This is an optimization exercise on Yosys and OpenROAD, whose aim is small area, not a production implementation.
RTL that was checked went through simulation tests only; none was proved equivalent to the original.
The flow treats the clock pin as an ideal source, which a real chip does not have.
Power and IR drop assume default switching activity.

== willow ==
// clk_gen_multi
module clk_gen_multi
#(
  parameter int NUM_CH     = 8,
  parameter int CNT_W      = clk_gen_pkg::CNT_W_DEF,
  parameter int DEF_PERIOD = 10,
  parameter int DEF_HIGH   = 5
) (
  input  logic              clk,
  input  logic              rst_n,
  input  logic              cfg_valid,
  output logic              cfg_ready,
  input  logic [((NUM_CH > 1) ? $clog2(NUM_CH) : 1)-1:0] cfg_ch,
  input  logic [CNT_W-1:0]  cfg_period,
  input  logic [CNT_W-1:0]  cfg_high,
  input  logic [CNT_W-1:0]  cfg_phase,
  output logic              cfg_err,
  input  logic [NUM_CH-1:0] enable,
  output logic [NUM_CH-1:0] clk_out,
  output logic [NUM_CH-1:0] rise_pulse
);
Size in the first run: roughly 2,300 cells after synthesis, ~670 flip-flops, about 28,000 sq um of cells after synthesis.
==> flow/config.mk <==
export PLATFORM = sky130hd
export DESIGN_NAME = clk_gen_multi
export DESIGN_NICKNAME = clk_gen_multi
export VERILOG_FILES = /design/flow/design.v
export SDC_FILE = /design/flow/constraint.sdc
export NUM_CORES = 4
export LEC_CHECK = 0
export CAP_MARGIN = 20
export CORE_MARGIN = 2
export CORE_UTILIZATION = 40
export SLEW_MARGIN = 20
==> flow/constraint.sdc <==
create_clock -name core_clock -period 8.0 [get_ports {clk}]
set_input_delay 1.6000 -clock core_clock [delete_from_list [all_inputs] [get_ports {clk}]]
set_output_delay 1.6000 -clock core_clock [all_outputs]
set_load 0.01 [all_outputs]
standard.sh (not shown) runs the stock make flow with config.mk's settings and CLKGATE_MAP_FILE= SYNTH_SCRIPT=/design/flow/synth_recipe.tcl, a recipe that flattens the netlist after the stock synthesis.
==> flow/flow/run.sh <==
#!/bin/bash
# Standard layout, but with the smallest buffer on each port.
cp standard.sh standard_copy.txt
cp config.mk config_copy.txt
export BUFFER_PORTS_ARGS="-buffer_cell sky130_fd_sc_hd__buf_1"
bash standard.sh > standard.log 2>&1
The flow did not stop early for willow: all stages ran, and the layout cleared the timing, design-rule and antenna checks.
--- input diff willow..garnet ---
- setting CTS_CLUSTER_DIAMETER to 60 for the first time
- setting CTS_BUF_LIST to sky130_fd_sc_hd__clkbuf_16 for the first time
- setting CTS_CLUSTER_SIZE to 24 for the first time
==> flow/run.sh (new file) <==
#!/bin/bash
# synth_recipe.tcl (not shown) runs the flow's synth.tcl, then flattens the netlist and writes it again
# the make line also repeats each setting of config.mk as NAME=value (left out here)
make -C /OpenROAD-flow-scripts/flow DESIGN_CONFIG=/design/flow/config.mk WORK_HOME=/design/flow/orfs CLKGATE_MAP_FILE= SYNTH_SCRIPT=/design/flow/synth_recipe.tcl finish
removed: flow/flow/run.sh
removed: flow/standard.sh
==> comparison <==
willow → garnet: number of clock-tree buffers in the layout saw a decrease, total global routing track utilization saw a decrease, number of fill cells in the layout saw a decrease, die area saw little to no change, via count saw a decrease. Part of the power in combinational logic | garnet above willow. garnet -> willow: number of synthesized register bits delta 0, exact match. Smallest setup slack after layout in garnet vs willow: down 0.82 ns. Measured against each other, willow and garnet differ in endpoint arrival time on the critical path, the higher figure coming from garnet.
For lagoon, these inputs were changed with respect to garnet:
- changing CTS_CLUSTER_DIAMETER from 60 to 70
- changing CTS_CLUSTER_SIZE from 24 to 30
- changing CAP_MARGIN from 20 to 0
- changing SLEW_MARGIN from 20 to 0
- changing CORE_UTILIZATION from 40 to 60
==> summary.txt <==
lagoon completed end to end with timing, DRC and antenna clean.
The initial standard-cell utilization of the core number comes out lower for garnet vs lagoon.
Area: lagoon vs garnet -> lagoon smaller
For the logic depth of the worst setup path including buffers, lagoon came in 6 lower than garnet did.
Worst setup slack for register-to-register paths ended up 0.03 ns lower on lagoon than on garnet.
Count of clock-buffer cells in the layout shrinks by more than 10% when moving from garnet to lagoon.
Compared with garnet, lagoon shows transition time at the pin with the least slew margin higher by 0.14 ns.
Looking at garnet and lagoon, the sequential element share of the synthesized area is a wash.
The inputs of sierra differ from those of lagoon as listed below.
- CORE_UTILIZATION now 40, was 60
- SLEW_MARGIN now 20, was 0
- CAP_MARGIN now 20, was 0
- CTS_CLUSTER_SIZE now 16, was 30
- CTS_BUF_LIST now sky130_fd_sc_hd__clkbuf_8, was sky130_fd_sc_hd__clkbuf_16
- CTS_CLUSTER_DIAMETER now 50, was 70
Synthesized cell count came out exactly the same in lagoon and sierra. The most heavily used metal layer in global routing comes out met1 in one run and met2 in the other, namely in sierra and lagoon respectively. Delta (sierra minus lagoon): wire length went up 2.2%, power density relative to cell area increased 0.46%, final non-filler cell total went up by 387.
--- input diff sierra..tundra ---
- CTS_CLUSTER_SIZE now 24, was 16
- CTS_CLUSTER_DIAMETER now 60, was 50
- CTS_BUF_LIST now sky130_fd_sc_hd__clkbuf_16, was sky130_fd_sc_hd__clkbuf_8
==> flow/flow/run.sh (new file) <==
#!/bin/bash
# Standard layout with the smallest buffer on each port and an area-recovery pass after CTS.
export BUFFER_PORTS_ARGS="-buffer_cell sky130_fd_sc_hd__buf_1"
export POST_CTS_TCL=$(pwd)/flow/post_cts.tcl
bash standard.sh > standard.log 2>&1
==> flow/flow/post_cts.tcl (new file) <==
# Area recovery after CTS: downsize cells that have timing slack to spare.
log_cmd estimate_parasitics -placement
report_design_area
repair_timing -recover_power 100 -verbose
report_design_area
detailed_placement
check_placement -verbose
==> flow/standard.sh (new file) <==
#!/bin/bash
# synth_recipe.tcl (not shown) runs the flow's synth.tcl, then flattens the netlist and writes it again
# the make line also repeats each setting of config.mk as NAME=value (left out here)
make -C /OpenROAD-flow-scripts/flow DESIGN_CONFIG=/design/flow/config.mk WORK_HOME=/design/flow/orfs CLKGATE_MAP_FILE= SYNTH_SCRIPT=/design/flow/synth_recipe.tcl "${@:-finish}"
removed: flow/run.sh
==> summary.txt <==
The last element of the critical path comes out g_ch[0].u_chan.hi_q[8] in one run and g_ch[4].u_chan.hi_q[13] in the other, namely in tundra and sierra respectively.
Number of global-route vias before repair of tundra is on par with sierra.
Relative to sierra, proportion of power drawn by combinational gates has decreased by 0.3 points in tundra.
Routed metal-1 wire length, tundra vs sierra: up by a few percent
Sequential cell area share was lower in the run labelled sierra.
tundra: routed wire length higher than sierra
Setup changes, tundra to ember
- CTS_CLUSTER_DIAMETER changed from 60 to 70
- CTS_CLUSTER_SIZE changed from 24 to 30
==> flow/run.sh (new file) <==
#!/bin/bash
# synth_recipe.tcl (not shown) runs the flow's synth.tcl, then flattens the netlist and writes it again
# the make line also repeats each setting of config.mk as NAME=value (left out here)
make -C /OpenROAD-flow-scripts/flow DESIGN_CONFIG=/design/flow/config.mk WORK_HOME=/design/flow/orfs CLKGATE_MAP_FILE= SYNTH_SCRIPT=/design/flow/synth_recipe.tcl finish
removed: flow/flow/run.sh
removed: flow/flow/post_cts.tcl
removed: flow/standard.sh
[summary]
- Per the comparison of ember with tundra, count of standard-cell rows held; routing usage on met1 fell 1.8 points; signed area change from the synthesized netlist to the final layout dropped 0.41 points; wire length reported by the detailed router decreased by about 3.4% relative to the old numbers.
- Relative to tundra, maximum single-stage delay on the critical path has increased by 0.17 ns in ember.
- Of the two values seen for endpoint of the most critical setup path, g_ch[4].u_chan.hi_q[13] was produced by ember and g_ch[0].u_chan.hi_q[8] by tundra.
- Register-to-register slack ended up 0.62 ns higher on ember than on tundra.
- Relative to tundra, wire length of the first global-routing pass has decreased by 4500 microns in ember.
- tundra -> ember: area of all placed cells without fillers decreased slightly
- Changes observed in ember relative to tundra: worst setup slack went down, final weighted congestion in routability-driven placement now smaller, number of distinct standard cells referenced by the synthesized netlist held.
Function was not checked in any run of this note: the RTL went through the layout flow alone.

========
clk_gen_multi, a different RTL version from the one above (not shown whole).
Size in the first run: roughly 1,900 cells after synthesis, ~80 I/O pins, about 24,000 sq um of cells after synthesis.
## clk_gen_multi
module clk_gen_multi
#(
  parameter int NUM_CH     = 8,
  parameter int CNT_W      = clk_gen_pkg::CNT_W_DEF,
  parameter int DEF_PERIOD = 10,
  parameter int DEF_HIGH   = 5
) (
  input  logic              clk,
  input  logic              rst_n,
  input  logic              cfg_valid,
  output logic              cfg_ready,
  input  logic [((NUM_CH > 1) ? $clog2(NUM_CH) : 1)-1:0] cfg_ch,
  input  logic [CNT_W-1:0]  cfg_period,
  input  logic [CNT_W-1:0]  cfg_high,
  input  logic [CNT_W-1:0]  cfg_phase,
  output logic              cfg_err,
  input  logic [NUM_CH-1:0] enable,
  output logic [NUM_CH-1:0] clk_out,
  output logic [NUM_CH-1:0] rise_pulse
);
  localparam int CH_W = (NUM_CH > 1) ? $clog2(NUM_CH) : 1;
  logic [NUM_CH-1:0]      pending;
  logic [(1<<CH_W)-1:0]   pending_pad;
  logic                   fire;
  logic                   legal;
  logic                   cfg_err_q;
  logic [CNT_W-1:0]       hm1, lm1;
  logic [CNT_W-1:0]       bus_hm1, bus_lm1, bus_phase;
  always_comb begin
    pending_pad             = '0;
    pending_pad[NUM_CH-1:0] = pending;
  end
  assign cfg_ready = ~pending_pad[cfg_ch];
  assign fire      = cfg_valid & cfg_ready;
  assign legal     = clk_gen_pkg::cfg_legal(32'(cfg_period), 32'(cfg_high),
                                   32'(cfg_phase), 32'(cfg_ch), 32'(NUM_CH));
  assign hm1       = cfg_high - 1'b1;
  assign lm1       = cfg_period + ~cfg_high;
  assign bus_hm1   = rst_n ? hm1       : CNT_W'(DEF_HIGH - 1);
  assign bus_lm1   = rst_n ? lm1       : CNT_W'(DEF_PERIOD - DEF_HIGH - 1);
  assign bus_phase = rst_n ? cfg_phase : '0;
  always_ff @(posedge clk) begin
    if (!rst_n) cfg_err_q <= 1'b0;
    else        cfg_err_q <= fire & ~legal;
  end
  assign cfg_err = cfg_err_q;
  for (genvar i = 0; i < NUM_CH; i++) begin : g_ch
    logic wr_en;
    assign wr_en = fire & legal & (cfg_ch == CH_W'(i));
    clk_gen_chan #(
      .CNT_W      (CNT_W)
    ) u_chan (
  ...
export LEC_CHECK = 0
export CAP_MARGIN = 20
export CORE_MARGIN = 2
export CORE_UTILIZATION = 40
export CTS_BUF_LIST = sky130_fd_sc_hd__clkbuf_16
export CTS_CLUSTER_DIAMETER = 70
export CTS_CLUSTER_SIZE = 30
export PLACE_DENSITY = 0.8
export SLEW_MARGIN = 20
create_clock -name core_clock -period 8.0 [get_ports {clk}]
==> flow/flow/run.sh <==
#!/bin/bash
# Layout flow: the standard synthesis (the standard.sh), then its
# combinational logic re-mapped by ABC for area with the registers untouched
# (same instances, names and cell types). The re-mapped netlist is used only
# if Yosys proves it equivalent to the standard one, register for register;
# otherwise the standard netlist is kept. Then the standard layout steps, with
# the smallest buffer on each port. Each tool's full output goes to a log file
# in this folder.
set -u
WORK=$(pwd)
R=$WORK/orfs/results/$FLOW_PLATFORM/clk_gen_multi/base
PLAT=$FLOW_HOME/platforms/$FLOW_PLATFORM

bash standard.sh synth > synth_standard.log 2>&1 || exit 1

export REMAP_LIB=$PLAT/lib/sky130_fd_sc_hd__tt_025C_1v80.lib
export REMAP_IN=$WORK/netlist_standard.v
export REMAP_OUT=$WORK/netlist_remap.v
export REMAP_STAT=$WORK/remap_stat.txt
export REMAP_TOP=$FLOW_TOP
export REMAP_ABC=$WORK/flow/remap.abc
export REMAP_KEEP="$(grep -o 'sky130_fd_sc_hd__[a-z0-9]*df[a-z0-9]*_[0-9]*\|sky130_fd_sc_hd__conb_1' $R/1_2_yosys.v | sort -u | tr '\n' ' ')"
export REMAP_DONT_USE="$(sed -n '/^export DONT_USE_CELLS += \\/,/^[^ ]*$/p' $PLAT/config.mk | grep -o 'sky130_fd_sc_hd__[a-z0-9_]*' | tr '\n' ' ')"
echo "keep: $REMAP_KEEP" > remap_env.log
echo "dont_use: $REMAP_DONT_USE" >> remap_env.log

cp $R/1_2_yosys.v $REMAP_IN
if yosys -c flow/remap.tcl > remap.log 2>&1 && yosys -c flow/equiv.tcl > equiv.log 2>&1; then
  echo "remap: using re-mapped netlist" >> remap_env.log
  cp $REMAP_OUT $R/1_2_yosys.v
  touch $R/1_2_yosys.v
else
  echo "remap: failed, keeping the standard netlist" >> remap_env.log
fi

export BUFFER_PORTS_ARGS="-buffer_cell sky130_fd_sc_hd__buf_1"
export DONT_USE_CELLS="sky130_fd_sc_hd__buf_4 sky130_fd_sc_hd__buf_6 sky130_fd_sc_hd__buf_8 sky130_fd_sc_hd__buf_12 sky130_fd_sc_hd__buf_16"
bash standard.sh finish > standard.log 2>&1
==> flow/flow/remap.tcl <==
# Re-map the combinational logic of the standard synthesis netlist with an
# area-oriented ABC script. Flip-flops (and tie cells) are kept as they are:
# same instances, names and cell types.
yosys -import
set lib    $::env(REMAP_LIB)
set netin  $::env(REMAP_IN)
set netout $::env(REMAP_OUT)
set keep   $::env(REMAP_KEEP)
set dont_use {}
foreach c $::env(REMAP_DONT_USE) { lappend dont_use -dont_use $c }

read_liberty -ignore_miss_func $lib
read_verilog $netin
hierarchy -check -top $::env(REMAP_TOP)
foreach c $keep { setattr -mod -set keep_hierarchy 1 $c }
flatten
# Auto-named nets (and the pin nets flatten makes of them) lose their names,
# so that the design's own net names survive.
yosys rename -hide w:_*
opt_clean
foreach c $keep { blackbox $c }
abc -script $::env(REMAP_ABC) -liberty $lib {*}$dont_use
opt_clean -purge
# Every cell as a black box with its pin directions, for the steps below.
read_liberty -lib -overwrite -ignore_miss_func $lib
splitnets
opt_clean -purge
hilomap -singleton -hicell sky130_fd_sc_hd__conb_1 HI -locell sky130_fd_sc_hd__conb_1 LO
insbuf -buf sky130_fd_sc_hd__buf_1 A X

# left out here: clean up, hide names made inside functions
yosys rename -hide w:_*
check -assert
tee -o $::env(REMAP_STAT) stat -top $::env(REMAP_TOP) -liberty $lib
write_verilog -noattr -nohex -nodec $netout
Other scripts of this flow, unchanged in this note and not shown: flow/flow/equiv.tcl, flow/flow/remap.abc
The first run ran to the end with no violations.
Change:
--- a/flow/flow/run.sh
+++ b/flow/flow/run.sh
@@ -36,3 +36,2 @@
 export BUFFER_PORTS_ARGS="-buffer_cell sky130_fd_sc_hd__buf_1"
-export DONT_USE_CELLS="sky130_fd_sc_hd__buf_4 sky130_fd_sc_hd__buf_6 sky130_fd_sc_hd__buf_8 sky130_fd_sc_hd__buf_12 sky130_fd_sc_hd__buf_16"
 bash standard.sh finish > standard.log 2>&1
Hold slack stays the same.
Die area stays the same.
Area after synthesis does not change.
Clock power is about the same.
Final cell count is unchanged.
Combinational power barely changes.
Change:
--- a/flow/flow/run.sh
+++ b/flow/flow/run.sh
@@ -1,9 +1,6 @@
 #!/bin/bash
-# Layout flow: the standard synthesis (the standard.sh), then its
-# combinational logic re-mapped by ABC for area with the registers untouched
-# (same instances, names and cell types). The re-mapped netlist is used only
-# if Yosys proves it equivalent to the standard one, register for register;
-# otherwise the standard netlist is kept. Then the standard layout steps, with
-# the smallest buffer on each port. Each tool's full output goes to a log file
-# in this folder.
+# Layout flow: the standard synthesis, then its combinational logic re-mapped
+# for area (registers untouched, equivalence proven, else the standard netlist
+# is kept), then the standard layout steps with an area-recovery pass after CTS.
+# Each tool's full output goes to a log file in this folder.
 set -u
@@ -35,2 +32,3 @@
 
+
 export BUFFER_PORTS_ARGS="-buffer_cell sky130_fd_sc_hd__buf_1"
- GPL_ROUTABILITY_DRIVEN: default -> 0
- GPL_TIMING_DRIVEN: default -> 0
- PLACE_DENSITY: 0.8 -> default
What happened: Final cell count hardly moves; non-clock buffer count came out lower by 6; clock skew grows by 3.9 ps; synthesized cell count is unchanged; hold slack gets worse by 6.9 ps; routed wire length stays flat; final area climbs by 1.5%; area after synthesis does not change.
Change:
--- a/flow/flow/run.sh
+++ b/flow/flow/run.sh
@@ -32,4 +32,4 @@
 
-
-export BUFFER_PORTS_ARGS="-buffer_cell sky130_fd_sc_hd__buf_1"
+export POST_CTS_TCL=$WORK/flow/post_cts.tcl
+export BUFFER_PORTS_ARGS="-buffer_cell sky130_fd_sc_hd__buf_2"
 bash standard.sh finish > standard.log 2>&1
==> flow/flow/post_cts.tcl (new file) <==
# Area recovery after CTS: downsize cells that have timing slack to spare.
log_cmd estimate_parasitics -placement
report_design_area
repair_timing -recover_power 100 -verbose
report_design_area
detailed_placement
check_placement -verbose
--- a/flow/flow/remap.tcl
+++ b/flow/flow/remap.tcl
@@ -28,3 +28,3 @@
 hilomap -singleton -hicell sky130_fd_sc_hd__conb_1 HI -locell sky130_fd_sc_hd__conb_1 LO
-insbuf -buf sky130_fd_sc_hd__buf_1 A X
+insbuf -buf sky130_fd_sc_hd__buf_2 A X
 
- GPL_ROUTABILITY_DRIVEN: 0 -> default
- GPL_TIMING_DRIVEN: 0 -> default
Effect: The changed run finished with timing, DRC and antenna clean. Worst setup slack gains 370 ps. Non-clock buffer count is higher by 5. Combinational power barely changes. Design area is lower by 0.53%. Die area barely changes.

[separate check: timing with driven ports]
In the flow no input, the clock included, has a driving cell. The finished layouts below were timed again as built, in two steps.
Step 1, drivers: a clkbuf_16 drives clk and a buf_2 each remaining input, both assumed.
Step 2, shift: input delay + t, output delay - t, t = (earliest + latest rising clock arrival at the registers) / 2. This alone moves slack from input paths to output paths.
a / b / c = no drivers / after step 1 / after step 2; a / b = the first two.
run	shift t [ns]	slack for setup (ns)	worst hold slack (ns)	latest minus earliest clock arrival (ns)	pins driven straight from the clock port
willow	0.659	3.356 / 3.356 / 2.734	0.406 / 0.406 / 0.406	0.025 / 0.025	1
garnet	0.652	2.536 / 2.555 / 1.912	0.411 / 0.411 / 0.411	0.031 / 0.032	1
lagoon	0.643	2.602 / 2.570 / 2.201	0.415 / 0.415 / 0.415	0.029 / 0.029	1
sierra	0.721	2.634 / 2.582 / 1.939	0.395 / 0.395 / 0.395	0.038 / 0.038	1
tundra	0.661	3.064 / 3.104 / 2.443	0.409 / 0.409 / 0.409	0.037 / 0.037	1
ember	0.653	2.519 / 2.545 / 1.892	0.399 / 0.399 / 0.399	0.037 / 0.037	1
the first run of note 2	0.666	1.534 / 1.565 / 0.899	0.416 / 0.416 / 0.416	0.021 / 0.020	1
the second run of note 2	0.666	1.534 / 1.565 / 0.899	0.416 / 0.416 / 0.416	0.021 / 0.020	1
the third run of note 2	0.676	0.380 / 0.415 / -0.262	0.409 / 0.409 / 0.409	0.029 / 0.029	1
the fourth run of note 2	0.669	0.753 / 0.791 / 0.121	0.400 / 0.400 / 0.400	0.029 / 0.029	1
Met with ideal ports but missed after step 2: setup timing in the third run of note 2. The setup slack of sierra, which loses most, moves by -0.052 ns with the drivers and by -0.695 ns with both steps.
